Background: an optimization exercise with open tools, aiming at small area and a short achievable clock period. Do not read the settings as production practice. In this exercise RTL edits were held to simulation tests only and were not proved equivalent to the original. No driver is modelled on the clock port, so clocking that relies on it looks cheaper here than on a real chip.

## flow/config.mk

```make
export PLATFORM = sky130hd
export DESIGN_NAME = qft3_top
export DESIGN_NICKNAME = qft3_top
export VERILOG_FILES = /design/flow/design.v
export SDC_FILE = /design/flow/constraint.sdc
export NUM_CORES = 4
export LEC_CHECK = 0
export CAP_MARGIN = 20
export CORE_MARGIN = 2
export CORE_UTILIZATION = 40
export CTS_CLUSTER_DIAMETER = 150
export CTS_CLUSTER_SIZE = 24
export SETUP_SLACK_MARGIN = 1.6
export SLEW_MARGIN = 20
```

## flow/constraint.sdc

```tcl
create_clock -name core_clock -period 4.0 [get_ports {clk}]
set_input_delay 0.8000 -clock core_clock [delete_from_list [all_inputs] [get_ports {clk}]]
set_output_delay 0.8000 -clock core_clock [all_outputs]
set_load 0.01 [all_outputs]
```

## flow/design.v

```verilog
package qft_pkg;
    localparam int AMP_W = 8;
endpackage
`timescale 1ns/1ps
module qft_add9
(
    input  logic [8:0] a,
    input  logic [8:0] b,
    input  logic       k,
    output logic [8:0] t
);
    assign t = a + b + 9'(k);
endmodule
module qft_pre
#(
    parameter bit NEG = 1'b0
) (
    input  logic [8:0]  t,
    output logic [11:0] s2,
    output logic [11:0] c2,
    output logic        hi,
    output logic        lo,
    output logic        m80
);
    logic [11:0] u, x2, x3, s1, c1;
    logic        ge187, le_m187;
    assign u  = {{3{t[8]}}, t};
    if (NEG) begin : g_neg
        assign x2 = {u[9:0], 2'b00};
        assign x3 = {~u[7:0], 4'b1111};
    end else begin : g_pos
        assign x2 = {u[10:0], 1'b0};
        assign x3 = {u[8:0], 3'b000};
    end
    assign s1 = u ^ x2 ^ x3;
    assign c1 = {((u[10:0] & x2[10:0]) | (x3[10:0] & (u[10:0] ^ x2[10:0]))), NEG};
    assign s2 = s1;
    assign c2 = c1;
    assign ge187   = ~t[8] & t[7] & (t[6] | (t[5] & t[4] & t[3] & (t[2] | (t[1] & t[0]))));
    assign le_m187 =  t[8] & ~t[7] & (~t[6] | (~t[5] & ~t[4] & ~t[3] & (~t[2] | ~t[1])));
    assign hi = NEG ? le_m187 : ge187;
    assign lo = NEG ? ge187 : le_m187;
    assign m80 = lo | (t[8:1] == 8'hA3);
endmodule
module qft_post
(
    input  logic [11:0] s2,
    input  logic [11:0] c2,
    input  logic        hi,
    input  logic        lo,
    output logic [7:0]  y
);
    logic [11:0] p;
    assign p = s2 + c2;
    assign y = hi ? 8'h7f : (lo ? 8'h80 : p[11:4]);
endmodule
module qft_scale
#(
    parameter bit NEG = 1'b0
) (
    input  logic [8:0] t,
    output logic [7:0] y,
    output logic       m80
);
    logic [11:0] s2, c2;
    logic        hi, lo;
    qft_pre #(.NEG(NEG)) u_pre (.t(t), .s2(s2), .c2(c2), .hi(hi), .lo(lo), .m80(m80));
    qft_post u_post (.s2(s2), .c2(c2), .hi(hi), .lo(lo), .y(y));
endmodule
module qft_bfly
#(
    parameter bit NEG = 1'b0
) (
    input  logic [8:0] a,
    input  logic [8:0] b,
    input  logic       k,
    output logic [7:0] y,
    output logic       m80
);
    logic [8:0] t;
    qft_add9 u_add (.a(a), .b(b), .k(k), .t(t));
    qft_scale #(.NEG(NEG)) u_scale (.t(t), .y(y), .m80(m80));
endmodule
`timescale 1ns/1ps
module qft3_top
(
    input  logic        clk,
    input  logic        rst_n,
    input  logic        valid_i,
    input  logic [63:0] re_i,
    input  logic [63:0] im_i,
    output logic        valid_o,
    output logic [63:0] re_o,
    output logic [63:0] im_o
);
    logic [7:0] v_q;
    always_ff @(posedge clk or negedge rst_n) begin
        if (!rst_n) v_q <= '0;
        else        v_q <= {v_q[6:0], valid_i};
    end
    assign valid_o = v_q[7];
    logic [7:0] x_re0, x_im0;
    logic [7:0] x_re1, x_im1;
    logic [7:0] x_re2, x_im2;
    logic [7:0] x_re3, x_im3;
    logic [7:0] x_re4, x_im4;
    logic [7:0] x_re5, x_im5;
    logic [7:0] x_re6, x_im6;
    logic [7:0] x_re7, x_im7;
    logic [7:0] u1_h2_re0;
    logic       u1_h2_re0_m80;
    logic [8:0] u1_h2_re0_t;
    logic [7:0] u2_h2_im0;
    logic       u2_h2_im0_m80;
    logic [8:0] u2_h2_im0_t;
    logic [7:0] u3_h2_re4;
    logic       u3_h2_re4_m80;
    logic [8:0] u3_h2_re4_t;
    logic [7:0] u4_h2_im4;
    logic       u4_h2_im4_m80;
    logic [8:0] u4_h2_im4_t;
    logic [7:0] u5_h2_re1;
    logic       u5_h2_re1_m80;
    logic [8:0] u5_h2_re1_t;
    logic [7:0] u6_h2_im1;
    logic       u6_h2_im1_m80;
    logic [8:0] u6_h2_im1_t;
    logic [7:0] u7_h2_re5;
    logic       u7_h2_re5_m80;
    logic [8:0] u7_h2_re5_t;
    logic [7:0] u8_h2_im5;
    logic       u8_h2_im5_m80;
    logic [8:0] u8_h2_im5_t;
    logic [7:0] u9_h2_re2;
    logic       u9_h2_re2_m80;
    logic [8:0] u9_h2_re2_t;
    logic [7:0] u10_h2_im2;
    logic       u10_h2_im2_m80;
    logic [8:0] u10_h2_im2_t;
    logic [7:0] u11_h2_re6;
    logic       u11_h2_re6_m80;
    logic [8:0] u11_h2_re6_t;
    logic [7:0] u12_h2_im6;
    logic       u12_h2_im6_m80;
    logic [8:0] u12_h2_im6_t;
    logic [7:0] u13_h2_re3;
    logic       u13_h2_re3_m80;
    logic [8:0] u13_h2_re3_t;
    logic [7:0] u14_h2_im3;
    logic       u14_h2_im3_m80;
    logic [8:0] u14_h2_im3_t;
    logic [7:0] u15_h2_re7;
    logic       u15_h2_re7_m80;
    logic [8:0] u15_h2_re7_t;
    logic [7:0] u16_h2_im7;
    logic       u16_h2_im7_m80;
    logic [8:0] u16_h2_im7_t;
    logic [7:0] u17_cp_re5;
    logic       u17_cp_re5_m80;
    logic [8:0] u17_cp_re5_t;
    logic [7:0] u18_cp_im5;
    logic       u18_cp_im5_m80;
    logic [8:0] u18_cp_im5_t;
    logic [7:0] u19_cp_re7;
    logic       u19_cp_re7_m80;
    logic [8:0] u19_cp_re7_t;
    logic [7:0] u20_cp_im7;
    logic       u20_cp_im7_m80;
    logic [8:0] u20_cp_im7_t;
    logic [7:0] u21_h1_re0;
    logic       u21_h1_re0_m80;
    logic [8:0] u21_h1_re0_t;
    logic [7:0] u22_h1_im0;
    logic       u22_h1_im0_m80;
    logic [8:0] u22_h1_im0_t;
    logic [7:0] u23_h1_re2;
    logic       u23_h1_re2_m80;
    logic [8:0] u23_h1_re2_t;
    logic [7:0] u24_h1_im2;
    logic       u24_h1_im2_m80;
    logic [8:0] u24_h1_im2_t;
    logic [7:0] u25_h1_re1;
    logic       u25_h1_re1_m80;
    logic [8:0] u25_h1_re1_t;
    logic [7:0] u26_h1_im1;
    logic       u26_h1_im1_m80;
    logic [8:0] u26_h1_im1_t;
    logic [7:0] u27_h1_re3;
    logic       u27_h1_re3_m80;
    logic [8:0] u27_h1_re3_t;
    logic [7:0] u28_h1_im3;
    logic       u28_h1_im3_m80;
    logic [8:0] u28_h1_im3_t;
    logic [7:0] u29_h1_re4;
    logic       u29_h1_re4_m80;
    logic [8:0] u29_h1_re4_t;
    logic [7:0] u30_h1_im4;
    logic       u30_h1_im4_m80;
    logic [8:0] u30_h1_im4_t;
    logic [7:0] u31_h1_re6;
    logic       u31_h1_re6_m80;
    logic [8:0] u31_h1_re6_t;
    logic [7:0] u32_h1_im6;
    logic       u32_h1_im6_m80;
    logic [8:0] u32_h1_im6_t;
    logic [7:0] u33_h1_re5;
    logic       u33_h1_re5_m80;
    logic [8:0] u33_h1_re5_t;
    logic [7:0] u34_h1_im5;
    logic       u34_h1_im5_m80;
    logic [8:0] u34_h1_im5_t;
    logic [7:0] u35_h1_re7;
    logic       u35_h1_re7_m80;
    logic [8:0] u35_h1_re7_t;
    logic [7:0] u36_h1_im7;
    logic       u36_h1_im7_m80;
    logic [8:0] u36_h1_im7_t;
    logic [7:0] u37_h0_re0;
    logic       u37_h0_re0_m80;
    logic [8:0] u37_h0_re0_t;
    logic [7:0] u38_h0_im0;
    logic       u38_h0_im0_m80;
    logic [8:0] u38_h0_im0_t;
    logic [7:0] u39_h0_re1;
    logic       u39_h0_re1_m80;
    logic [8:0] u39_h0_re1_t;
    logic [7:0] u40_h0_im1;
    logic       u40_h0_im1_m80;
    logic [8:0] u40_h0_im1_t;
    logic [7:0] u41_h0_re2;
    logic       u41_h0_re2_m80;
    logic [8:0] u41_h0_re2_t;
    logic [7:0] u42_h0_im2;
    logic       u42_h0_im2_m80;
    logic [8:0] u42_h0_im2_t;
    logic [7:0] u43_h0_re3;
    logic       u43_h0_re3_m80;
    logic [8:0] u43_h0_re3_t;
    logic [7:0] u44_h0_im3;
    logic       u44_h0_im3_m80;
    logic [8:0] u44_h0_im3_t;
    logic [7:0] u45_h0_re4;
    logic       u45_h0_re4_m80;
    logic [8:0] u45_h0_re4_t;
    logic [7:0] u46_h0_im4;
    logic       u46_h0_im4_m80;
    logic [8:0] u46_h0_im4_t;
    logic [7:0] u47_h0_re5;
    logic       u47_h0_re5_m80;
    logic [8:0] u47_h0_re5_t;
    logic [7:0] u48_h0_im5;
    logic       u48_h0_im5_m80;
    logic [8:0] u48_h0_im5_t;
    logic [7:0] u49_h0_re6;
    logic       u49_h0_re6_m80;
    logic [8:0] u49_h0_re6_t;
    logic [7:0] u50_h0_im6;
    logic       u50_h0_im6_m80;
    logic [8:0] u50_h0_im6_t;
    logic [7:0] u51_h0_re7;
    logic       u51_h0_re7_m80;
    logic [8:0] u51_h0_re7_t;
    logic [7:0] u52_h0_im7;
    logic       u52_h0_im7_m80;
    logic [8:0] u52_h0_im7_t;
    logic [8:0] u1_h2_re0_t_d1;
    logic [8:0] u2_h2_im0_t_d1;
    logic [8:0] u3_h2_re4_t_d1;
    logic [8:0] u4_h2_im4_t_d1;
    logic [8:0] u5_h2_re1_t_d1;
    logic [8:0] u6_h2_im1_t_d1;
    logic [8:0] u7_h2_re5_t_d1;
    logic [8:0] u8_h2_im5_t_d1;
    logic [8:0] u9_h2_re2_t_d1;
    logic [8:0] u10_h2_im2_t_d1;
    logic [8:0] u11_h2_re6_t_d1;
    logic [8:0] u12_h2_im6_t_d1;
    logic [8:0] u13_h2_re3_t_d1;
    logic [8:0] u14_h2_im3_t_d1;
    logic [8:0] u15_h2_re7_t_d1;
    logic [8:0] u16_h2_im7_t_d1;
    logic [7:0] u7_h2_re5_d2;
    logic [7:0] u8_h2_im5_d2;
    logic [8:0] u17_cp_re5_t_d3;
    logic [8:0] u18_cp_im5_t_d3;
    logic [7:0] u16_h2_im7_d2;
    logic       u16_h2_im7_m80_d2;
    logic [7:0] u15_h2_re7_d2;
    logic [8:0] u19_cp_re7_t_d3;
    logic [8:0] u20_cp_im7_t_d3;
    logic [7:0] u1_h2_re0_d2;
    logic [7:0] u1_h2_re0_d3;
    logic [7:0] u1_h2_re0_d4;
    logic [7:0] u9_h2_re2_d2;
    logic [7:0] u9_h2_re2_d3;
    logic [7:0] u9_h2_re2_d4;
    logic [8:0] u21_h1_re0_t_d5;
    logic [7:0] u2_h2_im0_d2;
    logic [7:0] u2_h2_im0_d3;
    logic [7:0] u2_h2_im0_d4;
    logic [7:0] u10_h2_im2_d2;
    logic [7:0] u10_h2_im2_d3;
    logic [7:0] u10_h2_im2_d4;
    logic [8:0] u22_h1_im0_t_d5;
    logic [8:0] u23_h1_re2_t_d5;
    logic [8:0] u24_h1_im2_t_d5;
    logic [7:0] u5_h2_re1_d2;
    logic [7:0] u5_h2_re1_d3;
    logic [7:0] u5_h2_re1_d4;
    logic [7:0] u13_h2_re3_d2;
    logic [7:0] u13_h2_re3_d3;
    logic [7:0] u13_h2_re3_d4;
    logic [8:0] u25_h1_re1_t_d5;
    logic [7:0] u6_h2_im1_d2;
    logic [7:0] u6_h2_im1_d3;
    logic [7:0] u6_h2_im1_d4;
    logic [7:0] u14_h2_im3_d2;
    logic [7:0] u14_h2_im3_d3;
    logic [7:0] u14_h2_im3_d4;
    logic [8:0] u26_h1_im1_t_d5;
    logic [8:0] u27_h1_re3_t_d5;
    logic [8:0] u28_h1_im3_t_d5;
    logic [7:0] u3_h2_re4_d2;
    logic [7:0] u3_h2_re4_d3;
    logic [7:0] u3_h2_re4_d4;
    logic [7:0] u12_h2_im6_d2;
    logic [7:0] u12_h2_im6_d3;
    logic [7:0] u12_h2_im6_d4;
    logic       u12_h2_im6_m80_d2;
    logic       u12_h2_im6_m80_d3;
    logic       u12_h2_im6_m80_d4;
    logic [8:0] u29_h1_re4_t_d5;
    logic [7:0] u4_h2_im4_d2;
    logic [7:0] u4_h2_im4_d3;
    logic [7:0] u4_h2_im4_d4;
    logic [7:0] u11_h2_re6_d2;
    logic [7:0] u11_h2_re6_d3;
    logic [7:0] u11_h2_re6_d4;
    logic [8:0] u30_h1_im4_t_d5;
    logic [8:0] u31_h1_re6_t_d5;
    logic [8:0] u32_h1_im6_t_d5;
    logic [7:0] u17_cp_re5_d4;
    logic [7:0] u19_cp_re7_d4;
    logic [8:0] u33_h1_re5_t_d5;
    logic [7:0] u18_cp_im5_d4;
    logic [7:0] u20_cp_im7_d4;
    logic [8:0] u34_h1_im5_t_d5;
    logic [8:0] u35_h1_re7_t_d5;
    logic [8:0] u36_h1_im7_t_d5;
    logic [7:0] u21_h1_re0_d6;
    logic [7:0] u25_h1_re1_d6;
    logic [8:0] u37_h0_re0_t_d7;
    logic [7:0] u22_h1_im0_d6;
    logic [7:0] u26_h1_im1_d6;
    logic [8:0] u38_h0_im0_t_d7;
    logic [8:0] u39_h0_re1_t_d7;
    logic [8:0] u40_h0_im1_t_d7;
    logic [7:0] u23_h1_re2_d6;
    logic [7:0] u28_h1_im3_d6;
    logic       u28_h1_im3_m80_d6;
    logic [8:0] u41_h0_re2_t_d7;
    logic [7:0] u24_h1_im2_d6;
    logic [7:0] u27_h1_re3_d6;
    logic [8:0] u42_h0_im2_t_d7;
    logic [8:0] u43_h0_re3_t_d7;
    logic [8:0] u44_h0_im3_t_d7;
    logic [7:0] u29_h1_re4_d6;
    logic [7:0] u33_h1_re5_d6;
    logic [8:0] u45_h0_re4_t_d7;
    logic [7:0] u30_h1_im4_d6;
    logic [7:0] u34_h1_im5_d6;
    logic [8:0] u46_h0_im4_t_d7;
    logic [8:0] u47_h0_re5_t_d7;
    logic [8:0] u48_h0_im5_t_d7;
    logic [7:0] u31_h1_re6_d6;
    logic [7:0] u36_h1_im7_d6;
    logic       u36_h1_im7_m80_d6;
    logic [8:0] u49_h0_re6_t_d7;
    logic [7:0] u32_h1_im6_d6;
    logic [7:0] u35_h1_re7_d6;
    logic [8:0] u50_h0_im6_t_d7;
    logic [8:0] u51_h0_re7_t_d7;
    logic [8:0] u52_h0_im7_t_d7;
    logic [7:0] u37_h0_re0_d8;
    logic [7:0] u38_h0_im0_d8;
    logic [7:0] u45_h0_re4_d8;
    logic [7:0] u46_h0_im4_d8;
    logic [7:0] u41_h0_re2_d8;
    logic [7:0] u42_h0_im2_d8;
    logic [7:0] u49_h0_re6_d8;
    logic [7:0] u50_h0_im6_d8;
    logic [7:0] u39_h0_re1_d8;
    logic [7:0] u40_h0_im1_d8;
    logic [7:0] u47_h0_re5_d8;
    logic [7:0] u48_h0_im5_d8;
    logic [7:0] u43_h0_re3_d8;
    logic [7:0] u44_h0_im3_d8;
    logic [7:0] u51_h0_re7_d8;
    logic [7:0] u52_h0_im7_d8;
    assign x_re0 = re_i[7:0];
    assign x_im0 = im_i[7:0];
    assign x_re1 = re_i[15:8];
    assign x_im1 = im_i[15:8];
    assign x_re2 = re_i[23:16];
    assign x_im2 = im_i[23:16];
    assign x_re3 = re_i[31:24];
    assign x_im3 = im_i[31:24];
    assign x_re4 = re_i[39:32];
    assign x_im4 = im_i[39:32];
    assign x_re5 = re_i[47:40];
    assign x_im5 = im_i[47:40];
    assign x_re6 = re_i[55:48];
    assign x_im6 = im_i[55:48];
    assign x_re7 = re_i[63:56];
    assign x_im7 = im_i[63:56];
    qft_add9 u_u1_h2_re0_a (.a({x_re0[7], x_re0}), .b({x_re4[7], x_re4}), .k(1'b0), .t(u1_h2_re0_t));
    qft_scale #(.NEG(0)) u_u1_h2_re0_s (.t(u1_h2_re0_t_d1), .y(u1_h2_re0), .m80(u1_h2_re0_m80));
    qft_add9 u_u2_h2_im0_a (.a({x_im0[7], x_im0}), .b({x_im4[7], x_im4}), .k(1'b0), .t(u2_h2_im0_t));
    qft_scale #(.NEG(0)) u_u2_h2_im0_s (.t(u2_h2_im0_t_d1), .y(u2_h2_im0), .m80(u2_h2_im0_m80));
    qft_add9 u_u3_h2_re4_a (.a({x_re0[7], x_re0}), .b(~{x_re4[7], x_re4}), .k(1'b1), .t(u3_h2_re4_t));
    qft_scale #(.NEG(0)) u_u3_h2_re4_s (.t(u3_h2_re4_t_d1), .y(u3_h2_re4), .m80(u3_h2_re4_m80));
    qft_add9 u_u4_h2_im4_a (.a({x_im0[7], x_im0}), .b(~{x_im4[7], x_im4}), .k(1'b1), .t(u4_h2_im4_t));
    qft_scale #(.NEG(0)) u_u4_h2_im4_s (.t(u4_h2_im4_t_d1), .y(u4_h2_im4), .m80(u4_h2_im4_m80));
    qft_add9 u_u5_h2_re1_a (.a({x_re1[7], x_re1}), .b({x_re5[7], x_re5}), .k(1'b0), .t(u5_h2_re1_t));
    qft_scale #(.NEG(0)) u_u5_h2_re1_s (.t(u5_h2_re1_t_d1), .y(u5_h2_re1), .m80(u5_h2_re1_m80));
    qft_add9 u_u6_h2_im1_a (.a({x_im1[7], x_im1}), .b({x_im5[7], x_im5}), .k(1'b0), .t(u6_h2_im1_t));
    qft_scale #(.NEG(0)) u_u6_h2_im1_s (.t(u6_h2_im1_t_d1), .y(u6_h2_im1), .m80(u6_h2_im1_m80));
    qft_add9 u_u7_h2_re5_a (.a({x_re1[7], x_re1}), .b(~{x_re5[7], x_re5}), .k(1'b1), .t(u7_h2_re5_t));
    qft_scale #(.NEG(0)) u_u7_h2_re5_s (.t(u7_h2_re5_t_d1), .y(u7_h2_re5), .m80(u7_h2_re5_m80));
    qft_add9 u_u8_h2_im5_a (.a({x_im1[7], x_im1}), .b(~{x_im5[7], x_im5}), .k(1'b1), .t(u8_h2_im5_t));
    qft_scale #(.NEG(0)) u_u8_h2_im5_s (.t(u8_h2_im5_t_d1), .y(u8_h2_im5), .m80(u8_h2_im5_m80));
    qft_add9 u_u9_h2_re2_a (.a({x_re2[7], x_re2}), .b({x_re6[7], x_re6}), .k(1'b0), .t(u9_h2_re2_t));
    qft_scale #(.NEG(0)) u_u9_h2_re2_s (.t(u9_h2_re2_t_d1), .y(u9_h2_re2), .m80(u9_h2_re2_m80));
    qft_add9 u_u10_h2_im2_a (.a({x_im2[7], x_im2}), .b({x_im6[7], x_im6}), .k(1'b0), .t(u10_h2_im2_t));
    qft_scale #(.NEG(0)) u_u10_h2_im2_s (.t(u10_h2_im2_t_d1), .y(u10_h2_im2), .m80(u10_h2_im2_m80));
    qft_add9 u_u11_h2_re6_a (.a({x_re2[7], x_re2}), .b(~{x_re6[7], x_re6}), .k(1'b1), .t(u11_h2_re6_t));
    qft_scale #(.NEG(0)) u_u11_h2_re6_s (.t(u11_h2_re6_t_d1), .y(u11_h2_re6), .m80(u11_h2_re6_m80));
    qft_add9 u_u12_h2_im6_a (.a({x_im2[7], x_im2}), .b(~{x_im6[7], x_im6}), .k(1'b1), .t(u12_h2_im6_t));
    qft_scale #(.NEG(0)) u_u12_h2_im6_s (.t(u12_h2_im6_t_d1), .y(u12_h2_im6), .m80(u12_h2_im6_m80));
    qft_add9 u_u13_h2_re3_a (.a({x_re3[7], x_re3}), .b({x_re7[7], x_re7}), .k(1'b0), .t(u13_h2_re3_t));
    qft_scale #(.NEG(0)) u_u13_h2_re3_s (.t(u13_h2_re3_t_d1), .y(u13_h2_re3), .m80(u13_h2_re3_m80));
    qft_add9 u_u14_h2_im3_a (.a({x_im3[7], x_im3}), .b({x_im7[7], x_im7}), .k(1'b0), .t(u14_h2_im3_t));
    qft_scale #(.NEG(0)) u_u14_h2_im3_s (.t(u14_h2_im3_t_d1), .y(u14_h2_im3), .m80(u14_h2_im3_m80));
    qft_add9 u_u15_h2_re7_a (.a({x_re3[7], x_re3}), .b(~{x_re7[7], x_re7}), .k(1'b1), .t(u15_h2_re7_t));
    qft_scale #(.NEG(0)) u_u15_h2_re7_s (.t(u15_h2_re7_t_d1), .y(u15_h2_re7), .m80(u15_h2_re7_m80));
    qft_add9 u_u16_h2_im7_a (.a({x_im3[7], x_im3}), .b(~{x_im7[7], x_im7}), .k(1'b1), .t(u16_h2_im7_t));
    qft_scale #(.NEG(0)) u_u16_h2_im7_s (.t(u16_h2_im7_t_d1), .y(u16_h2_im7), .m80(u16_h2_im7_m80));
    qft_add9 u_u17_cp_re5_a (.a({u7_h2_re5_d2[7], u7_h2_re5_d2}), .b(~{u8_h2_im5_d2[7], u8_h2_im5_d2}), .k(1'b1), .t(u17_cp_re5_t));
    qft_scale #(.NEG(0)) u_u17_cp_re5_s (.t(u17_cp_re5_t_d3), .y(u17_cp_re5), .m80(u17_cp_re5_m80));
    qft_add9 u_u18_cp_im5_a (.a({u7_h2_re5_d2[7], u7_h2_re5_d2}), .b({u8_h2_im5_d2[7], u8_h2_im5_d2}), .k(1'b0), .t(u18_cp_im5_t));
    qft_scale #(.NEG(0)) u_u18_cp_im5_s (.t(u18_cp_im5_t_d3), .y(u18_cp_im5), .m80(u18_cp_im5_m80));
    qft_add9 u_u19_cp_re7_a (.a({u16_h2_im7_d2[7], u16_h2_im7_d2}), .b({u15_h2_re7_d2[7], u15_h2_re7_d2}), .k(u16_h2_im7_m80_d2), .t(u19_cp_re7_t));
    qft_scale #(.NEG(1)) u_u19_cp_re7_s (.t(u19_cp_re7_t_d3), .y(u19_cp_re7), .m80(u19_cp_re7_m80));
    qft_add9 u_u20_cp_im7_a (.a(~{u16_h2_im7_d2[7], u16_h2_im7_d2}), .b({u15_h2_re7_d2[7], u15_h2_re7_d2}), .k(~u16_h2_im7_m80_d2), .t(u20_cp_im7_t));
    qft_scale #(.NEG(0)) u_u20_cp_im7_s (.t(u20_cp_im7_t_d3), .y(u20_cp_im7), .m80(u20_cp_im7_m80));
    qft_add9 u_u21_h1_re0_a (.a({u1_h2_re0_d4[7], u1_h2_re0_d4}), .b({u9_h2_re2_d4[7], u9_h2_re2_d4}), .k(1'b0), .t(u21_h1_re0_t));
    qft_scale #(.NEG(0)) u_u21_h1_re0_s (.t(u21_h1_re0_t_d5), .y(u21_h1_re0), .m80(u21_h1_re0_m80));
    qft_add9 u_u22_h1_im0_a (.a({u2_h2_im0_d4[7], u2_h2_im0_d4}), .b({u10_h2_im2_d4[7], u10_h2_im2_d4}), .k(1'b0), .t(u22_h1_im0_t));
    qft_scale #(.NEG(0)) u_u22_h1_im0_s (.t(u22_h1_im0_t_d5), .y(u22_h1_im0), .m80(u22_h1_im0_m80));
    qft_add9 u_u23_h1_re2_a (.a({u1_h2_re0_d4[7], u1_h2_re0_d4}), .b(~{u9_h2_re2_d4[7], u9_h2_re2_d4}), .k(1'b1), .t(u23_h1_re2_t));
    qft_scale #(.NEG(0)) u_u23_h1_re2_s (.t(u23_h1_re2_t_d5), .y(u23_h1_re2), .m80(u23_h1_re2_m80));
    qft_add9 u_u24_h1_im2_a (.a({u2_h2_im0_d4[7], u2_h2_im0_d4}), .b(~{u10_h2_im2_d4[7], u10_h2_im2_d4}), .k(1'b1), .t(u24_h1_im2_t));
    qft_scale #(.NEG(0)) u_u24_h1_im2_s (.t(u24_h1_im2_t_d5), .y(u24_h1_im2), .m80(u24_h1_im2_m80));
    qft_add9 u_u25_h1_re1_a (.a({u5_h2_re1_d4[7], u5_h2_re1_d4}), .b({u13_h2_re3_d4[7], u13_h2_re3_d4}), .k(1'b0), .t(u25_h1_re1_t));
    qft_scale #(.NEG(0)) u_u25_h1_re1_s (.t(u25_h1_re1_t_d5), .y(u25_h1_re1), .m80(u25_h1_re1_m80));
    qft_add9 u_u26_h1_im1_a (.a({u6_h2_im1_d4[7], u6_h2_im1_d4}), .b({u14_h2_im3_d4[7], u14_h2_im3_d4}), .k(1'b0), .t(u26_h1_im1_t));
    qft_scale #(.NEG(0)) u_u26_h1_im1_s (.t(u26_h1_im1_t_d5), .y(u26_h1_im1), .m80(u26_h1_im1_m80));
    qft_add9 u_u27_h1_re3_a (.a({u5_h2_re1_d4[7], u5_h2_re1_d4}), .b(~{u13_h2_re3_d4[7], u13_h2_re3_d4}), .k(1'b1), .t(u27_h1_re3_t));
    qft_scale #(.NEG(0)) u_u27_h1_re3_s (.t(u27_h1_re3_t_d5), .y(u27_h1_re3), .m80(u27_h1_re3_m80));
    qft_add9 u_u28_h1_im3_a (.a({u6_h2_im1_d4[7], u6_h2_im1_d4}), .b(~{u14_h2_im3_d4[7], u14_h2_im3_d4}), .k(1'b1), .t(u28_h1_im3_t));
    qft_scale #(.NEG(0)) u_u28_h1_im3_s (.t(u28_h1_im3_t_d5), .y(u28_h1_im3), .m80(u28_h1_im3_m80));
    qft_add9 u_u29_h1_re4_a (.a({u3_h2_re4_d4[7], u3_h2_re4_d4}), .b(~{u12_h2_im6_d4[7], u12_h2_im6_d4}), .k(~u12_h2_im6_m80_d4), .t(u29_h1_re4_t));
    qft_scale #(.NEG(0)) u_u29_h1_re4_s (.t(u29_h1_re4_t_d5), .y(u29_h1_re4), .m80(u29_h1_re4_m80));
    qft_add9 u_u30_h1_im4_a (.a({u4_h2_im4_d4[7], u4_h2_im4_d4}), .b({u11_h2_re6_d4[7], u11_h2_re6_d4}), .k(1'b0), .t(u30_h1_im4_t));
    qft_scale #(.NEG(0)) u_u30_h1_im4_s (.t(u30_h1_im4_t_d5), .y(u30_h1_im4), .m80(u30_h1_im4_m80));
    qft_add9 u_u31_h1_re6_a (.a({u3_h2_re4_d4[7], u3_h2_re4_d4}), .b({u12_h2_im6_d4[7], u12_h2_im6_d4}), .k(u12_h2_im6_m80_d4), .t(u31_h1_re6_t));
    qft_scale #(.NEG(0)) u_u31_h1_re6_s (.t(u31_h1_re6_t_d5), .y(u31_h1_re6), .m80(u31_h1_re6_m80));
    qft_add9 u_u32_h1_im6_a (.a({u4_h2_im4_d4[7], u4_h2_im4_d4}), .b(~{u11_h2_re6_d4[7], u11_h2_re6_d4}), .k(1'b1), .t(u32_h1_im6_t));
    qft_scale #(.NEG(0)) u_u32_h1_im6_s (.t(u32_h1_im6_t_d5), .y(u32_h1_im6), .m80(u32_h1_im6_m80));
    qft_add9 u_u33_h1_re5_a (.a({u17_cp_re5_d4[7], u17_cp_re5_d4}), .b({u19_cp_re7_d4[7], u19_cp_re7_d4}), .k(1'b0), .t(u33_h1_re5_t));
    qft_scale #(.NEG(0)) u_u33_h1_re5_s (.t(u33_h1_re5_t_d5), .y(u33_h1_re5), .m80(u33_h1_re5_m80));
    qft_add9 u_u34_h1_im5_a (.a({u18_cp_im5_d4[7], u18_cp_im5_d4}), .b({u20_cp_im7_d4[7], u20_cp_im7_d4}), .k(1'b0), .t(u34_h1_im5_t));
    qft_scale #(.NEG(0)) u_u34_h1_im5_s (.t(u34_h1_im5_t_d5), .y(u34_h1_im5), .m80(u34_h1_im5_m80));
    qft_add9 u_u35_h1_re7_a (.a({u17_cp_re5_d4[7], u17_cp_re5_d4}), .b(~{u19_cp_re7_d4[7], u19_cp_re7_d4}), .k(1'b1), .t(u35_h1_re7_t));
    qft_scale #(.NEG(0)) u_u35_h1_re7_s (.t(u35_h1_re7_t_d5), .y(u35_h1_re7), .m80(u35_h1_re7_m80));
    qft_add9 u_u36_h1_im7_a (.a({u18_cp_im5_d4[7], u18_cp_im5_d4}), .b(~{u20_cp_im7_d4[7], u20_cp_im7_d4}), .k(1'b1), .t(u36_h1_im7_t));
    qft_scale #(.NEG(0)) u_u36_h1_im7_s (.t(u36_h1_im7_t_d5), .y(u36_h1_im7), .m80(u36_h1_im7_m80));
    qft_add9 u_u37_h0_re0_a (.a({u21_h1_re0_d6[7], u21_h1_re0_d6}), .b({u25_h1_re1_d6[7], u25_h1_re1_d6}), .k(1'b0), .t(u37_h0_re0_t));
    qft_scale #(.NEG(0)) u_u37_h0_re0_s (.t(u37_h0_re0_t_d7), .y(u37_h0_re0), .m80(u37_h0_re0_m80));
    qft_add9 u_u38_h0_im0_a (.a({u22_h1_im0_d6[7], u22_h1_im0_d6}), .b({u26_h1_im1_d6[7], u26_h1_im1_d6}), .k(1'b0), .t(u38_h0_im0_t));
    qft_scale #(.NEG(0)) u_u38_h0_im0_s (.t(u38_h0_im0_t_d7), .y(u38_h0_im0), .m80(u38_h0_im0_m80));
    qft_add9 u_u39_h0_re1_a (.a({u21_h1_re0_d6[7], u21_h1_re0_d6}), .b(~{u25_h1_re1_d6[7], u25_h1_re1_d6}), .k(1'b1), .t(u39_h0_re1_t));
    qft_scale #(.NEG(0)) u_u39_h0_re1_s (.t(u39_h0_re1_t_d7), .y(u39_h0_re1), .m80(u39_h0_re1_m80));
    qft_add9 u_u40_h0_im1_a (.a({u22_h1_im0_d6[7], u22_h1_im0_d6}), .b(~{u26_h1_im1_d6[7], u26_h1_im1_d6}), .k(1'b1), .t(u40_h0_im1_t));
    qft_scale #(.NEG(0)) u_u40_h0_im1_s (.t(u40_h0_im1_t_d7), .y(u40_h0_im1), .m80(u40_h0_im1_m80));
    qft_add9 u_u41_h0_re2_a (.a({u23_h1_re2_d6[7], u23_h1_re2_d6}), .b(~{u28_h1_im3_d6[7], u28_h1_im3_d6}), .k(~u28_h1_im3_m80_d6), .t(u41_h0_re2_t));
    qft_scale #(.NEG(0)) u_u41_h0_re2_s (.t(u41_h0_re2_t_d7), .y(u41_h0_re2), .m80(u41_h0_re2_m80));
    qft_add9 u_u42_h0_im2_a (.a({u24_h1_im2_d6[7], u24_h1_im2_d6}), .b({u27_h1_re3_d6[7], u27_h1_re3_d6}), .k(1'b0), .t(u42_h0_im2_t));
    qft_scale #(.NEG(0)) u_u42_h0_im2_s (.t(u42_h0_im2_t_d7), .y(u42_h0_im2), .m80(u42_h0_im2_m80));
    qft_add9 u_u43_h0_re3_a (.a({u23_h1_re2_d6[7], u23_h1_re2_d6}), .b({u28_h1_im3_d6[7], u28_h1_im3_d6}), .k(u28_h1_im3_m80_d6), .t(u43_h0_re3_t));
    qft_scale #(.NEG(0)) u_u43_h0_re3_s (.t(u43_h0_re3_t_d7), .y(u43_h0_re3), .m80(u43_h0_re3_m80));
    qft_add9 u_u44_h0_im3_a (.a({u24_h1_im2_d6[7], u24_h1_im2_d6}), .b(~{u27_h1_re3_d6[7], u27_h1_re3_d6}), .k(1'b1), .t(u44_h0_im3_t));
    qft_scale #(.NEG(0)) u_u44_h0_im3_s (.t(u44_h0_im3_t_d7), .y(u44_h0_im3), .m80(u44_h0_im3_m80));
    qft_add9 u_u45_h0_re4_a (.a({u29_h1_re4_d6[7], u29_h1_re4_d6}), .b({u33_h1_re5_d6[7], u33_h1_re5_d6}), .k(1'b0), .t(u45_h0_re4_t));
    qft_scale #(.NEG(0)) u_u45_h0_re4_s (.t(u45_h0_re4_t_d7), .y(u45_h0_re4), .m80(u45_h0_re4_m80));
    qft_add9 u_u46_h0_im4_a (.a({u30_h1_im4_d6[7], u30_h1_im4_d6}), .b({u34_h1_im5_d6[7], u34_h1_im5_d6}), .k(1'b0), .t(u46_h0_im4_t));
    qft_scale #(.NEG(0)) u_u46_h0_im4_s (.t(u46_h0_im4_t_d7), .y(u46_h0_im4), .m80(u46_h0_im4_m80));
    qft_add9 u_u47_h0_re5_a (.a({u29_h1_re4_d6[7], u29_h1_re4_d6}), .b(~{u33_h1_re5_d6[7], u33_h1_re5_d6}), .k(1'b1), .t(u47_h0_re5_t));
    qft_scale #(.NEG(0)) u_u47_h0_re5_s (.t(u47_h0_re5_t_d7), .y(u47_h0_re5), .m80(u47_h0_re5_m80));
    qft_add9 u_u48_h0_im5_a (.a({u30_h1_im4_d6[7], u30_h1_im4_d6}), .b(~{u34_h1_im5_d6[7], u34_h1_im5_d6}), .k(1'b1), .t(u48_h0_im5_t));
    qft_scale #(.NEG(0)) u_u48_h0_im5_s (.t(u48_h0_im5_t_d7), .y(u48_h0_im5), .m80(u48_h0_im5_m80));
    qft_add9 u_u49_h0_re6_a (.a({u31_h1_re6_d6[7], u31_h1_re6_d6}), .b(~{u36_h1_im7_d6[7], u36_h1_im7_d6}), .k(~u36_h1_im7_m80_d6), .t(u49_h0_re6_t));
    qft_scale #(.NEG(0)) u_u49_h0_re6_s (.t(u49_h0_re6_t_d7), .y(u49_h0_re6), .m80(u49_h0_re6_m80));
    qft_add9 u_u50_h0_im6_a (.a({u32_h1_im6_d6[7], u32_h1_im6_d6}), .b({u35_h1_re7_d6[7], u35_h1_re7_d6}), .k(1'b0), .t(u50_h0_im6_t));
    qft_scale #(.NEG(0)) u_u50_h0_im6_s (.t(u50_h0_im6_t_d7), .y(u50_h0_im6), .m80(u50_h0_im6_m80));
    qft_add9 u_u51_h0_re7_a (.a({u31_h1_re6_d6[7], u31_h1_re6_d6}), .b({u36_h1_im7_d6[7], u36_h1_im7_d6}), .k(u36_h1_im7_m80_d6), .t(u51_h0_re7_t));
    qft_scale #(.NEG(0)) u_u51_h0_re7_s (.t(u51_h0_re7_t_d7), .y(u51_h0_re7), .m80(u51_h0_re7_m80));
    qft_add9 u_u52_h0_im7_a (.a({u32_h1_im6_d6[7], u32_h1_im6_d6}), .b(~{u35_h1_re7_d6[7], u35_h1_re7_d6}), .k(1'b1), .t(u52_h0_im7_t));
    qft_scale #(.NEG(0)) u_u52_h0_im7_s (.t(u52_h0_im7_t_d7), .y(u52_h0_im7), .m80(u52_h0_im7_m80));
    assign re_o[7:0] = u37_h0_re0_d8;
    assign im_o[7:0] = u38_h0_im0_d8;
    assign re_o[15:8] = u45_h0_re4_d8;
    assign im_o[15:8] = u46_h0_im4_d8;
    assign re_o[23:16] = u41_h0_re2_d8;
    assign im_o[23:16] = u42_h0_im2_d8;
    assign re_o[31:24] = u49_h0_re6_d8;
    assign im_o[31:24] = u50_h0_im6_d8;
    assign re_o[39:32] = u39_h0_re1_d8;
    assign im_o[39:32] = u40_h0_im1_d8;
    assign re_o[47:40] = u47_h0_re5_d8;
    assign im_o[47:40] = u48_h0_im5_d8;
    assign re_o[55:48] = u43_h0_re3_d8;
    assign im_o[55:48] = u44_h0_im3_d8;
    assign re_o[63:56] = u51_h0_re7_d8;
    assign im_o[63:56] = u52_h0_im7_d8;
    always_ff @(posedge clk) begin
        u1_h2_re0_t_d1 <= u1_h2_re0_t;
        u2_h2_im0_t_d1 <= u2_h2_im0_t;
        u3_h2_re4_t_d1 <= u3_h2_re4_t;
        u4_h2_im4_t_d1 <= u4_h2_im4_t;
        u5_h2_re1_t_d1 <= u5_h2_re1_t;
        u6_h2_im1_t_d1 <= u6_h2_im1_t;
        u7_h2_re5_t_d1 <= u7_h2_re5_t;
        u8_h2_im5_t_d1 <= u8_h2_im5_t;
        u9_h2_re2_t_d1 <= u9_h2_re2_t;
        u10_h2_im2_t_d1 <= u10_h2_im2_t;
        u11_h2_re6_t_d1 <= u11_h2_re6_t;
        u12_h2_im6_t_d1 <= u12_h2_im6_t;
        u13_h2_re3_t_d1 <= u13_h2_re3_t;
        u14_h2_im3_t_d1 <= u14_h2_im3_t;
        u15_h2_re7_t_d1 <= u15_h2_re7_t;
        u16_h2_im7_t_d1 <= u16_h2_im7_t;
        u7_h2_re5_d2 <= u7_h2_re5;
        u8_h2_im5_d2 <= u8_h2_im5;
        u17_cp_re5_t_d3 <= u17_cp_re5_t;
        u18_cp_im5_t_d3 <= u18_cp_im5_t;
        u16_h2_im7_d2 <= u16_h2_im7;
        u16_h2_im7_m80_d2 <= u16_h2_im7_m80;
        u15_h2_re7_d2 <= u15_h2_re7;
        u19_cp_re7_t_d3 <= u19_cp_re7_t;
        u20_cp_im7_t_d3 <= u20_cp_im7_t;
        u1_h2_re0_d2 <= u1_h2_re0;
        u1_h2_re0_d3 <= u1_h2_re0_d2;
        u1_h2_re0_d4 <= u1_h2_re0_d3;
        u9_h2_re2_d2 <= u9_h2_re2;
        u9_h2_re2_d3 <= u9_h2_re2_d2;
        u9_h2_re2_d4 <= u9_h2_re2_d3;
        u21_h1_re0_t_d5 <= u21_h1_re0_t;
        u2_h2_im0_d2 <= u2_h2_im0;
        u2_h2_im0_d3 <= u2_h2_im0_d2;
        u2_h2_im0_d4 <= u2_h2_im0_d3;
        u10_h2_im2_d2 <= u10_h2_im2;
        u10_h2_im2_d3 <= u10_h2_im2_d2;
        u10_h2_im2_d4 <= u10_h2_im2_d3;
        u22_h1_im0_t_d5 <= u22_h1_im0_t;
        u23_h1_re2_t_d5 <= u23_h1_re2_t;
        u24_h1_im2_t_d5 <= u24_h1_im2_t;
        u5_h2_re1_d2 <= u5_h2_re1;
        u5_h2_re1_d3 <= u5_h2_re1_d2;
        u5_h2_re1_d4 <= u5_h2_re1_d3;
        u13_h2_re3_d2 <= u13_h2_re3;
        u13_h2_re3_d3 <= u13_h2_re3_d2;
        u13_h2_re3_d4 <= u13_h2_re3_d3;
        u25_h1_re1_t_d5 <= u25_h1_re1_t;
        u6_h2_im1_d2 <= u6_h2_im1;
        u6_h2_im1_d3 <= u6_h2_im1_d2;
        u6_h2_im1_d4 <= u6_h2_im1_d3;
        u14_h2_im3_d2 <= u14_h2_im3;
        u14_h2_im3_d3 <= u14_h2_im3_d2;
        u14_h2_im3_d4 <= u14_h2_im3_d3;
        u26_h1_im1_t_d5 <= u26_h1_im1_t;
        u27_h1_re3_t_d5 <= u27_h1_re3_t;
        u28_h1_im3_t_d5 <= u28_h1_im3_t;
        u3_h2_re4_d2 <= u3_h2_re4;
        u3_h2_re4_d3 <= u3_h2_re4_d2;
        u3_h2_re4_d4 <= u3_h2_re4_d3;
        u12_h2_im6_d2 <= u12_h2_im6;
        u12_h2_im6_d3 <= u12_h2_im6_d2;
        u12_h2_im6_d4 <= u12_h2_im6_d3;
        u12_h2_im6_m80_d2 <= u12_h2_im6_m80;
        u12_h2_im6_m80_d3 <= u12_h2_im6_m80_d2;
        u12_h2_im6_m80_d4 <= u12_h2_im6_m80_d3;
        u29_h1_re4_t_d5 <= u29_h1_re4_t;
        u4_h2_im4_d2 <= u4_h2_im4;
        u4_h2_im4_d3 <= u4_h2_im4_d2;
        u4_h2_im4_d4 <= u4_h2_im4_d3;
        u11_h2_re6_d2 <= u11_h2_re6;
        u11_h2_re6_d3 <= u11_h2_re6_d2;
        u11_h2_re6_d4 <= u11_h2_re6_d3;
        u30_h1_im4_t_d5 <= u30_h1_im4_t;
        u31_h1_re6_t_d5 <= u31_h1_re6_t;
        u32_h1_im6_t_d5 <= u32_h1_im6_t;
        u17_cp_re5_d4 <= u17_cp_re5;
        u19_cp_re7_d4 <= u19_cp_re7;
        u33_h1_re5_t_d5 <= u33_h1_re5_t;
        u18_cp_im5_d4 <= u18_cp_im5;
        u20_cp_im7_d4 <= u20_cp_im7;
        u34_h1_im5_t_d5 <= u34_h1_im5_t;
        u35_h1_re7_t_d5 <= u35_h1_re7_t;
        u36_h1_im7_t_d5 <= u36_h1_im7_t;
        u21_h1_re0_d6 <= u21_h1_re0;
        u25_h1_re1_d6 <= u25_h1_re1;
        u37_h0_re0_t_d7 <= u37_h0_re0_t;
        u22_h1_im0_d6 <= u22_h1_im0;
        u26_h1_im1_d6 <= u26_h1_im1;
        u38_h0_im0_t_d7 <= u38_h0_im0_t;
        u39_h0_re1_t_d7 <= u39_h0_re1_t;
        u40_h0_im1_t_d7 <= u40_h0_im1_t;
        u23_h1_re2_d6 <= u23_h1_re2;
        u28_h1_im3_d6 <= u28_h1_im3;
        u28_h1_im3_m80_d6 <= u28_h1_im3_m80;
        u41_h0_re2_t_d7 <= u41_h0_re2_t;
        u24_h1_im2_d6 <= u24_h1_im2;
        u27_h1_re3_d6 <= u27_h1_re3;
        u42_h0_im2_t_d7 <= u42_h0_im2_t;
        u43_h0_re3_t_d7 <= u43_h0_re3_t;
        u44_h0_im3_t_d7 <= u44_h0_im3_t;
        u29_h1_re4_d6 <= u29_h1_re4;
        u33_h1_re5_d6 <= u33_h1_re5;
        u45_h0_re4_t_d7 <= u45_h0_re4_t;
        u30_h1_im4_d6 <= u30_h1_im4;
        u34_h1_im5_d6 <= u34_h1_im5;
        u46_h0_im4_t_d7 <= u46_h0_im4_t;
        u47_h0_re5_t_d7 <= u47_h0_re5_t;
        u48_h0_im5_t_d7 <= u48_h0_im5_t;
        u31_h1_re6_d6 <= u31_h1_re6;
        u36_h1_im7_d6 <= u36_h1_im7;
        u36_h1_im7_m80_d6 <= u36_h1_im7_m80;
        u49_h0_re6_t_d7 <= u49_h0_re6_t;
        u32_h1_im6_d6 <= u32_h1_im6;
        u35_h1_re7_d6 <= u35_h1_re7;
        u50_h0_im6_t_d7 <= u50_h0_im6_t;
        u51_h0_re7_t_d7 <= u51_h0_re7_t;
        u52_h0_im7_t_d7 <= u52_h0_im7_t;
        u37_h0_re0_d8 <= u37_h0_re0;
        u38_h0_im0_d8 <= u38_h0_im0;
        u45_h0_re4_d8 <= u45_h0_re4;
        u46_h0_im4_d8 <= u46_h0_im4;
        u41_h0_re2_d8 <= u41_h0_re2;
        u42_h0_im2_d8 <= u42_h0_im2;
        u49_h0_re6_d8 <= u49_h0_re6;
        u50_h0_im6_d8 <= u50_h0_im6;
        u39_h0_re1_d8 <= u39_h0_re1;
        u40_h0_im1_d8 <= u40_h0_im1;
        u47_h0_re5_d8 <= u47_h0_re5;
        u48_h0_im5_d8 <= u48_h0_im5;
        u43_h0_re3_d8 <= u43_h0_re3;
        u44_h0_im3_d8 <= u44_h0_im3;
        u51_h0_re7_d8 <= u51_h0_re7;
        u52_h0_im7_d8 <= u52_h0_im7;
    end
endmodule
```

## flow/flow/run.sh

```bash
#!/bin/bash
# The standard layout with two changes:
#  - the ports get the smallest buffer (buf_1) instead of the default one;
#  - after clock tree synthesis, flops inside the pipeline whose incoming paths are
#    tighter than their outgoing ones get one or two clock buffers of delay (useful skew between
#    internal registers only; flops fed by the inputs and the valid chain are left alone).
# Each tool's output goes to a log of its own in this folder.
set -euo pipefail
export BUFFER_PORTS_ARGS="-buffer_cell sky130_fd_sc_hd__buf_1"
bash standard.sh synth > synth.log 2>&1
bash standard.sh cts > place_cts.log 2>&1
R=orfs/results/sky130hd/qft3_top/base
PLATFORM_DIR="$FLOW_HOME/platforms/sky130hd" IN_ODB=$R/4_cts.odb IN_SDC=$R/4_cts.sdc OUT_ODB=$R/4_cts.odb \
  SKEW_DELTA=0.08 SKEW_BUF=sky130_fd_sc_hd__clkbuf_1 SKEW_BELOW=1.8 SKEW_PASSES=2 \
  SKEW_IO_PATTERNS='*_h2_*_t_d1* v_q*' \
  openroad -no_init -exit flow/skew.tcl > skew.log 2>&1
bash standard.sh finish > route_finish.log 2>&1
```

## flow/flow/skew.tcl

```tcl
# Useful skew for the internal register-to-register paths: give a flop whose incoming
# paths are tighter than its outgoing ones a small clock delay (a buffer on its clock pin;
# SKEW_PASSES rounds, so at most that many buffers in a row). Flops whose names match
# SKEW_IO_PATTERNS (those that capture from the input ports, and the valid chain) are left
# alone, so no path from an input gains time; delaying a flop that drives an output only
# takes time away from the output path.
set plat $::env(PLATFORM_DIR)
read_lef $plat/lef/sky130_fd_sc_hd.tlef
read_lef $plat/lef/sky130_fd_sc_hd_merged.lef
read_liberty $plat/lib/sky130_fd_sc_hd__tt_025C_1v80.lib
read_db $::env(IN_ODB)
read_sdc $::env(IN_SDC)
source $plat/setRC.tcl
set_propagated_clock [all_clocks]
estimate_parasitics -placement
puts "before: worst slack [format %.3f [sta::worst_slack -max]] hold [format %.3f [sta::worst_slack -min]]"
set delta $::env(SKEW_DELTA)
set bufm $::env(SKEW_BUF)
set block [ord::get_db_block]
set master [[ord::get_db] findMaster $bufm]
# flops left alone, by name
set io_pat $::env(SKEW_IO_PATTERNS)
set k 0
for {set pass 0} {$pass < $::env(SKEW_PASSES)} {incr pass} {
set chosen {}
foreach reg [all_registers -edge_triggered -cells] {
  set n [get_full_name $reg]
  set skip 0
  foreach p $io_pat { if {[string match $p $n]} { set skip 1 } }
  if {$skip} continue
  set d [get_pins -of_objects $reg -filter "name==D"]
  set q [get_pins -of_objects $reg -filter "name==Q"]
  if {$d eq "" || $q eq ""} continue
  set sin [get_property $d slack_max]
  set sout [get_property $q slack_max]
  if {$sin + $delta < $sout - $delta && $sin < $::env(SKEW_BELOW)} { lappend chosen [sta::sta_to_db_inst $reg] }
}
puts "flops to delay: [llength $chosen]"
foreach inst $chosen {
  set ck [$inst findITerm CLK]
  set cnet [$ck getNet]
  set b [odb::dbInst_create $block $master "skewbuf_$k"]
  set net [odb::dbNet_create $block "skewclk_$k"]
  $net setSigType CLOCK
  $ck disconnect
  $ck connect $net
  [$b findITerm A] connect $cnet
  [$b findITerm X] connect $net
  set loc [$inst getLocation]
  $b setLocation [lindex $loc 0] [lindex $loc 1]
  $b setPlacementStatus PLACED
  incr k
}
estimate_parasitics -placement
puts "pass $pass: worst slack [format %.3f [sta::worst_slack -max]]"
}
global_connect
detailed_placement
check_placement
estimate_parasitics -placement
puts "after: worst slack [format %.3f [sta::worst_slack -max]] hold [format %.3f [sta::worst_slack -min]]"
if {[info exists ::env(OUT_ODB)]} { write_db $::env(OUT_ODB) }
```

## flow/standard.sh

```bash
#!/bin/bash
# synth_recipe.tcl (not shown) runs the flow's synth.tcl, then flattens the netlist and writes it again
# the make line also repeats each setting of config.mk as NAME=value (left out here)
make -C /OpenROAD-flow-scripts/flow DESIGN_CONFIG=/design/flow/config.mk WORK_HOME=/design/flow/orfs CLKGATE_MAP_FILE= SYNTH_SCRIPT=/design/flow/synth_recipe.tcl "${@:-finish}"
```

==> results.sh, run 1 <==
export IMPL_vias_per_cell=4.842
export IMPL_cts_sinks=1068
export IMPL_rsz0062_at_grt="yes"
export IMPL_drt_iter0_markers=1784
export IMPL_yosys_area_top_type="dfxtp_1"
export IMPL_crit_required_ns=4.74
export IMPL_htreeDepth=2
export IMPL_clk_insertion_delay_late_ns=0.88
export IMPL_post_drt_wl_per_cell_um=14.07
export IMPL_gp_congestion=0.8598
export IMPL_numCtsBuffers=50
export IMPL_dp_cells=9062
export IMPL_maxSlewViolCount=0
export IMPL_synthCells=6653
export IMPL_fin_worst_skew_ns=0.2113
export IMPL_fillerInstances=15940
export IMPL_max_slew_margin_pct=48.18
export IMPL_cts_tree="yes"
export IMPL_worstPathArrival_ns=3.04
export IMPL_nets=8945
export IMPL_ys_seq_area_share_pct=32.16
export IMPL_cp_cell_sequence="fa_1 -> ha_1 -> a41o_1 -> nand4_1 -> nand3_2 -> o31ai_4 -> nor3b_2 -> o41a_1"
export IMPL_first_pass_iters=5
export IMPL_hold_path_class="in2reg"
export IMPL_setup_viol=0
export IMPL_synth_ff_type="dfxtp_1"
export IMPL_grt_antenna_before_repair=6
export IMPL_fp_row_count=149
export IMPL_ys_warn_count=1
export IMPL_maxCapViolations=0
export IMPL_multi_input_area_mm2=0.04276
export IMPL_yosysTopAreaCellShare_pct=31.86
export IMPL_synthesis_area_mm2=0.06662
export IMPL_syn_avg_cell_area_um2=10.01
export IMPL_fmax_mhz=434.8
export IMPL_grt_overflow_total=0
export IMPL_critPathMaxFanout=4
export IMPL_cp_start_kind="flip-flop"
export IMPL_cp_slowest_cell="fa_1"
export IMPL_max_stage_delay_ns=0.54
export IMPL_die_area_mm2=0.1698
export IMPL_outcome="complete, no violations"
export IMPL_ioPinCount=260
export IMPL_hold_violations=0
export IMPL_port_buffers=259
export IMPL_areaGrowthSynthToFinish_pct=11.20
export IMPL_finalNonFillerCells=9541
export IMPL_register_area_mm2=0.02180
export IMPL_postSynth_asyncResetShare_pct=0.7491
export IMPL_fp_dieW_um=412.1
export IMPL_route_vias_total=46190
export IMPL_final_util_pct=44.85
export IMPL_core_area_mm2=0.1652
export IMPL_clock_tree_root_cell="clkbuf_16"
export IMPL_ys_seq_elements=1068
export IMPL_synth_area_top_cells="dfxtp_1, ha_1, fa_1"
export IMPL_tns_ns=0
export IMPL_grt_pass1_vias=46080
export IMPL_path_clk_slew_ns=0.10
export IMPL_grt_total_usage_pct=15.63
export IMPL_grt_pass1_wl_um=222700
export IMPL_synth_most_common_cell="ha_1"
export IMPL_grt_max_degree=26
export IMPL_ant_nets=0
export IMPL_mappedNetlistNets=8251
export IMPL_post_route_period_util_pct=57.49
export IMPL_remaining_drc_errors=0
export IMPL_fin_crit_ns=2.300
export IMPL_critPathCaptureType="flip-flop"
export IMPL_dpl_hpwl_um=108300
export IMPL_layout_drive_gt1_share_pct=5.973
export IMPL_timing_hold_ws_ns=0.2136
export IMPL_worst_pin_slew_ns=0.7756
export IMPL_fp_dieH_um=412.1
export IMPL_synth_edff_count=0
export IMPL_crit_type="reg2reg"
export IMPL_clockBufferDepth=3
export IMPL_start_util_pct=40.33
export IMPL_synth_distinct_cells=62
export IMPL_drt_wl_total_um=134200
export IMPL_synth_common_cells="ha_1, dfxtp_1, inv_1, o21ai_0, a21oi_1"
[layout by cell type, fill, tap and decap left out, types with 68 or more instances in the layout]
cell type,instances
dfxtp_1,848
a21oi_1,412
dfxtp_2,168
clkbuf_1,384
inv_1,726
o21ai_0,499
nand2b_1,78
a21o_1,74
ha_1,1086
o21bai_1,116
nand2_1,248
buf_1,259
fa_1,372
xor2_1,258
o21ai_1,68
nor2b_1,129
xnor2_1,354
nor2_1,335
[per-layer routing]
metal	share of wire (%)	track usage, %
met5	0.039	0
met1	50	21.43
met2	45	25.73
met4	2.3	4.279
met3	3.1	2.102
[per-stage QoR]
stage / instance area, µm² / setup WS [ns]
2_1_floorplan: 66640 / 1.602
3_3_place_gp: 70220 / 1.373
3_5_place_dp: 70220 / 1.294
4_1_cts: 72550 / 1.543
5_1_grt: 74070 / 1.590
6_report: 74070 / 1.700
[final timing paths]
| kind | start | endpoint | slack [ns] | depth (start not counted) |
|---|---|---|---|---|
| setup / recovery | u27_h1_re3_t_d5[2] | u27_h1_re3_d6[7] | 1.70 | 8 |
| hold / removal | valid_i | v_q[0] | 0.21 | 1 |
| setup reg to reg | u27_h1_re3_t_d5[2] | u27_h1_re3_d6[7] | 1.70 | 8 |
| hold reg to reg | u6_h2_im1_d3[1] | u6_h2_im1_d4[1] | 0.32 | 0 |
| max in group asynchronous | rst_n | v_q[4] | 3.16 | 2 |
| min in group asynchronous | rst_n | v_q[3] | 0.56 | 2 |
[kinds of logic (layout without fill, tap and decap cells)]
group / after synthesis / in the layout / share of synthesized area (%)
other: 0 / 2 / 0
DFF: 1068 / 1068 / 32.16
xor gates and xnor gates: 612 / 612 / 8.046
buffers and inverters: 770 / 1467 / 4.344
and+or+nand+nor: 1035 / 1035 / 7.440
adders and majority gates: 1467 / 1467 / 31.75
AOI/OAI and AO/OA: 1701 / 1701 / 16.27
[critical path: cells and delay by family (launching register included)]
family | cells | cell delay, ns
compound gates | 3 | 0.92
fa+ha+maj | 2 | 0.77
flops | 1 | 0.37
simple gates | 3 | 0.30
[cell type report]
| class | instances | area share, % |
|---|---|---|
| Antenna cell | 2 | 0.006756 |
| Buffer | 383 | 1.941 |
| Multi-Input combinational cell | 4815 | 57.73 |
| Tap cell | 2189 | 3.697 |
| Inverter | 726 | 3.679 |
| Sequential cell | 1068 | 29.42 |
| Timing Repair Buffer | 303 | 1.762 |
| Clock buffer | 51 | 1.694 |
| Clock inverter | 4 | 0.06756 |
[timing repair]
action	in CTS	in global routing
gates resized for setup	315	22
hold endpoints to repair	8	0
setup endpoints to repair	165	17
hold buffers	1	0
pin swaps	56	3
setup buffers	37	1
==> run 2: changes to the inputs <==
--- a/flow/config.mk
+++ b/flow/config.mk
@@ -7,7 +7,7 @@
 export LEC_CHECK = 0
 export CAP_MARGIN = 20
 export CORE_MARGIN = 2
-export CORE_UTILIZATION = 40
+export CORE_UTILIZATION = 30
 export CTS_CLUSTER_DIAMETER = 150
 export CTS_CLUSTER_SIZE = 24
 export SETUP_SLACK_MARGIN = 1.6
==> run 2 against run 1 <==
Register-to-register slack lost 0.02 ns. Largest cell class unchanged. Non-clock buffer count shrank 1. Design area grew 1.6%. Sequential share of layout area shrank 0.44 points. Utilization shrank 11 points. Sequential cell count is the same. Final cell count grew 8.1%. Worst setup slack lost 0.016 ns. Die area grew 33%.
==> results.sh, run 2 <==
export IMPL_grt_total_usage_pct=12.42
export IMPL_fin_crit_ns=2.315
export IMPL_port_buffers=259
export IMPL_htreeDepth=2
export IMPL_ioPinCount=260
export IMPL_vias_per_cell=4.534
export IMPL_crit_required_ns=4.70
export IMPL_ant_nets=0
export IMPL_nets=8945
export IMPL_synthCells=6653
export IMPL_critPathCaptureType="flip-flop"
export IMPL_syn_avg_cell_area_um2=10.01
export IMPL_hold_violations=0
export IMPL_numCtsBuffers=51
export IMPL_synth_ff_type="dfxtp_1"
export IMPL_muxShareOfSynthArea_pct=0
export IMPL_max_slew_margin_pct=51.46
export IMPL_tns_ns=0
export IMPL_drt_iter0_markers=1938
export IMPL_synthesis_area_mm2=0.06662
export IMPL_post_route_period_util_pct=57.88
export IMPL_synthAdderAreaFrac_pct=31.75
export IMPL_worst_pin_slew_ns=0.7266
export IMPL_route_vias_total=46770
export IMPL_cts_sinks=1068
export IMPL_yosysTopAreaCellShare_pct=31.86
export IMPL_layout_common_cells="ha_1, dfxtp_1, inv_1, o21ai_0, a21oi_1"
export IMPL_synth_top_family_by_area="adder cells"
export IMPL_synthSimpleGateAreaFrac_pct=7.440
export IMPL_core_area_mm2=0.2202
export IMPL_layout_drive_gt1_share_pct=6.269
export IMPL_yosys_area_top_type="dfxtp_1"
export IMPL_outcome="complete, no violations"
export IMPL_critPathMaxFanout=4
export IMPL_clock_tree_root_cell="clkbuf_16"
export IMPL_ys_seq_area_share_pct=32.16
export IMPL_synth_xor_xnor_area_share_pct=8.046
export IMPL_mappedNetlistNets=8251
export IMPL_grt_antenna_before_repair=16
export IMPL_synth_compound_gate_area_share_pct=16.27
export IMPL_fp_dieW_um=475.2
export IMPL_grt_pass1_vias=47150
export IMPL_grt_pass1_wl_um=234500
export IMPL_grt_max_degree=26
export IMPL_crit_type="reg2reg"
export IMPL_mostFrequentLayoutCell="ha_1"
export IMPL_ys_seq_elements=1068
export IMPL_synth_edff_count=0
export IMPL_fmax_mhz=431.9
export IMPL_post_drt_wl_per_cell_um=13.81
export IMPL_clk_insertion_delay_late_ns=0.90
export IMPL_postSynth_asyncResetShare_pct=0.7491
export IMPL_dpl_hpwl_um=115500
export IMPL_maxCapViolations=0
export IMPL_rsz0062_at_grt="yes"
export IMPL_synth_common_cells="ha_1, dfxtp_1, inv_1, o21ai_0, a21oi_1"
export IMPL_remaining_drc_errors=0
export IMPL_grt_overflow_total=0
export IMPL_finalNonFillerCells=10320
export IMPL_path_clk_slew_ns=0.10
export IMPL_setup_ws_ns=1.685
export IMPL_synth_distinct_cells=62
export IMPL_fillerInstances=22320
export IMPL_start_util_pct=30.26
export IMPL_synth_area_top_cells="dfxtp_1, ha_1, fa_1"
export IMPL_die_area_mm2=0.2258
export IMPL_worstPathArrival_ns=3.02
export IMPL_setup_viol=0
export IMPL_maxSlewViolCount=0
export IMPL_synth_most_common_cell="ha_1"
export IMPL_first_pass_iters=6
export IMPL_place_worst_setup_slack_ns=1.322
export IMPL_ys_warn_count=1
export IMPL_cp_start_kind="flip-flop"
export IMPL_gp_congestion=0.8679
export IMPL_hold_path_class="in2reg"
export IMPL_dp_cells=9830
export IMPL_cts_tree="yes"
export IMPL_drt_wl_total_um=142400
export IMPL_fp_dieH_um=475.2
export IMPL_fin_worst_skew_ns=0.2254
export IMPL_fp_row_count=172
export IMPL_clockBufferDepth=3
export IMPL_areaGrowthSynthToFinish_pct=12.94
-- run 2: critical path, stage by stage, from the launching register on --
cell and delay, ns:
dfxtp_1 0.45, fa_1 0.43, ha_1 0.36, a21o_1 0.19
a21oi_1 0.30, nand2_1 0.15, a21oi_1 0.19, xor2_1 0.18
o21ai_0 0.09
-- run 2: what timing repair did --
action | 4_1_cts | 5_1_grt
hold endpoints to repair | 8 | 0
setup endpoints to repair | 174 | 42
setup buffers | 45 | 0
pin swaps | 56 | 4
gates resized for setup | 315 | 40
hold buffers | 1 | 0
-- run 2: kinds of logic (layout without fill, tap and decap cells) --
logic type	Yosys count	in the layout
DFF	1068	1068
xor gates and xnor gates	612	612
adders and majority gates	1467	1467
AOI/OAI and AO/OA	1701	1701
and+or+nand+nor	1035	1035
buffers and inverters	770	1471
other	0	3
-- run 2: area by class of cell --
type                    instances  area [µm²]  share of cell area (%)
diodes                          3       7.507                0.009978
plain buffers                 376        1411                   1.876
clock buffers                  53        1294                   1.720
clock inverters                 7       77.57                  0.1031
inverters                     726        2725                   3.622
multi-input cells            4815       42850                   56.96
flip-flops and latches       1068       21800                   28.98
well taps                    2958        3701                   4.919
repair buffers                309        1363                   1.811
-- run 2: final timing paths --
check / start / to / slack [ns] / cells after the start
setup / recovery: u48_h0_im5_t_d7[2] / u48_h0_im5_d8[4] / 1.68 / 8
hold / removal: valid_i / v_q[0] / 0.18 / 1
setup reg to reg: u48_h0_im5_t_d7[2] / u48_h0_im5_d8[4] / 1.68 / 8
hold reg to reg: u13_h2_re3_d3[0] / u13_h2_re3_d4[0] / 0.33 / 0
max in group asynchronous: rst_n / v_q[5] / 3.18 / 2
min in group asynchronous: rst_n / v_q[4] / 0.53 / 2
-- run 2: through the flow --
step	utilization (%)	hold slack (ns)	area, µm²
after floorplan	-	0.3096	66640
after global placement	32.33	0.3099	71170
after detailed placement	32.33	0.3121	71170
after CTS	33.47	0.09895	73680
after global routing	34.17	0.1389	75230
final	34.17	0.1829	75240
-- run 2: per-layer routing --
layer  part of all wire, %  up-vias  track usage [%]
met5                 0.070        -                0
li1                      -    24020                -
met2                    45      505            20.58
met1                    49    22090            16.82
met3                   3.3      142            1.588
met4                   2.3       16            3.636

port drivers added, routing unchanged:
The flow's constraints put no driver on any port. The routed layouts listed below were extracted and timed again, unchanged, in two steps. Step 1 sets driving cells, clkbuf_16 on the clock port and buf_2 on the other inputs (assumed; they add their load-dependent delay and slew). Step 2 adds t to the input delays and takes it off the output delays; t is the mean of the earliest and latest rising clock arrival at the registers after step 1. Input paths then give back, and output paths get back, about the clock's delay inside the block. a / b / c = no drivers / after step 1 / after step 2; a / b = the first two.
run | t, ns | setup slack, ns | hold WS [ns] | slew at the worst register clock pin (ns)
run 1 | 0.848 | 1.700 / 1.700 / 1.280 | 0.214 / 0.165 / 0.318 | 0.11 / 0.11
run 2 | 0.861 | 1.685 / 1.685 / 1.204 | 0.183 / 0.132 / 0.328 | 0.10 / 0.10
After both steps setup and hold are still met in every run listed. For run 2, which loses most, drivers alone change the setup slack by 0.000 ns; drivers and shift together by -0.481 ns.
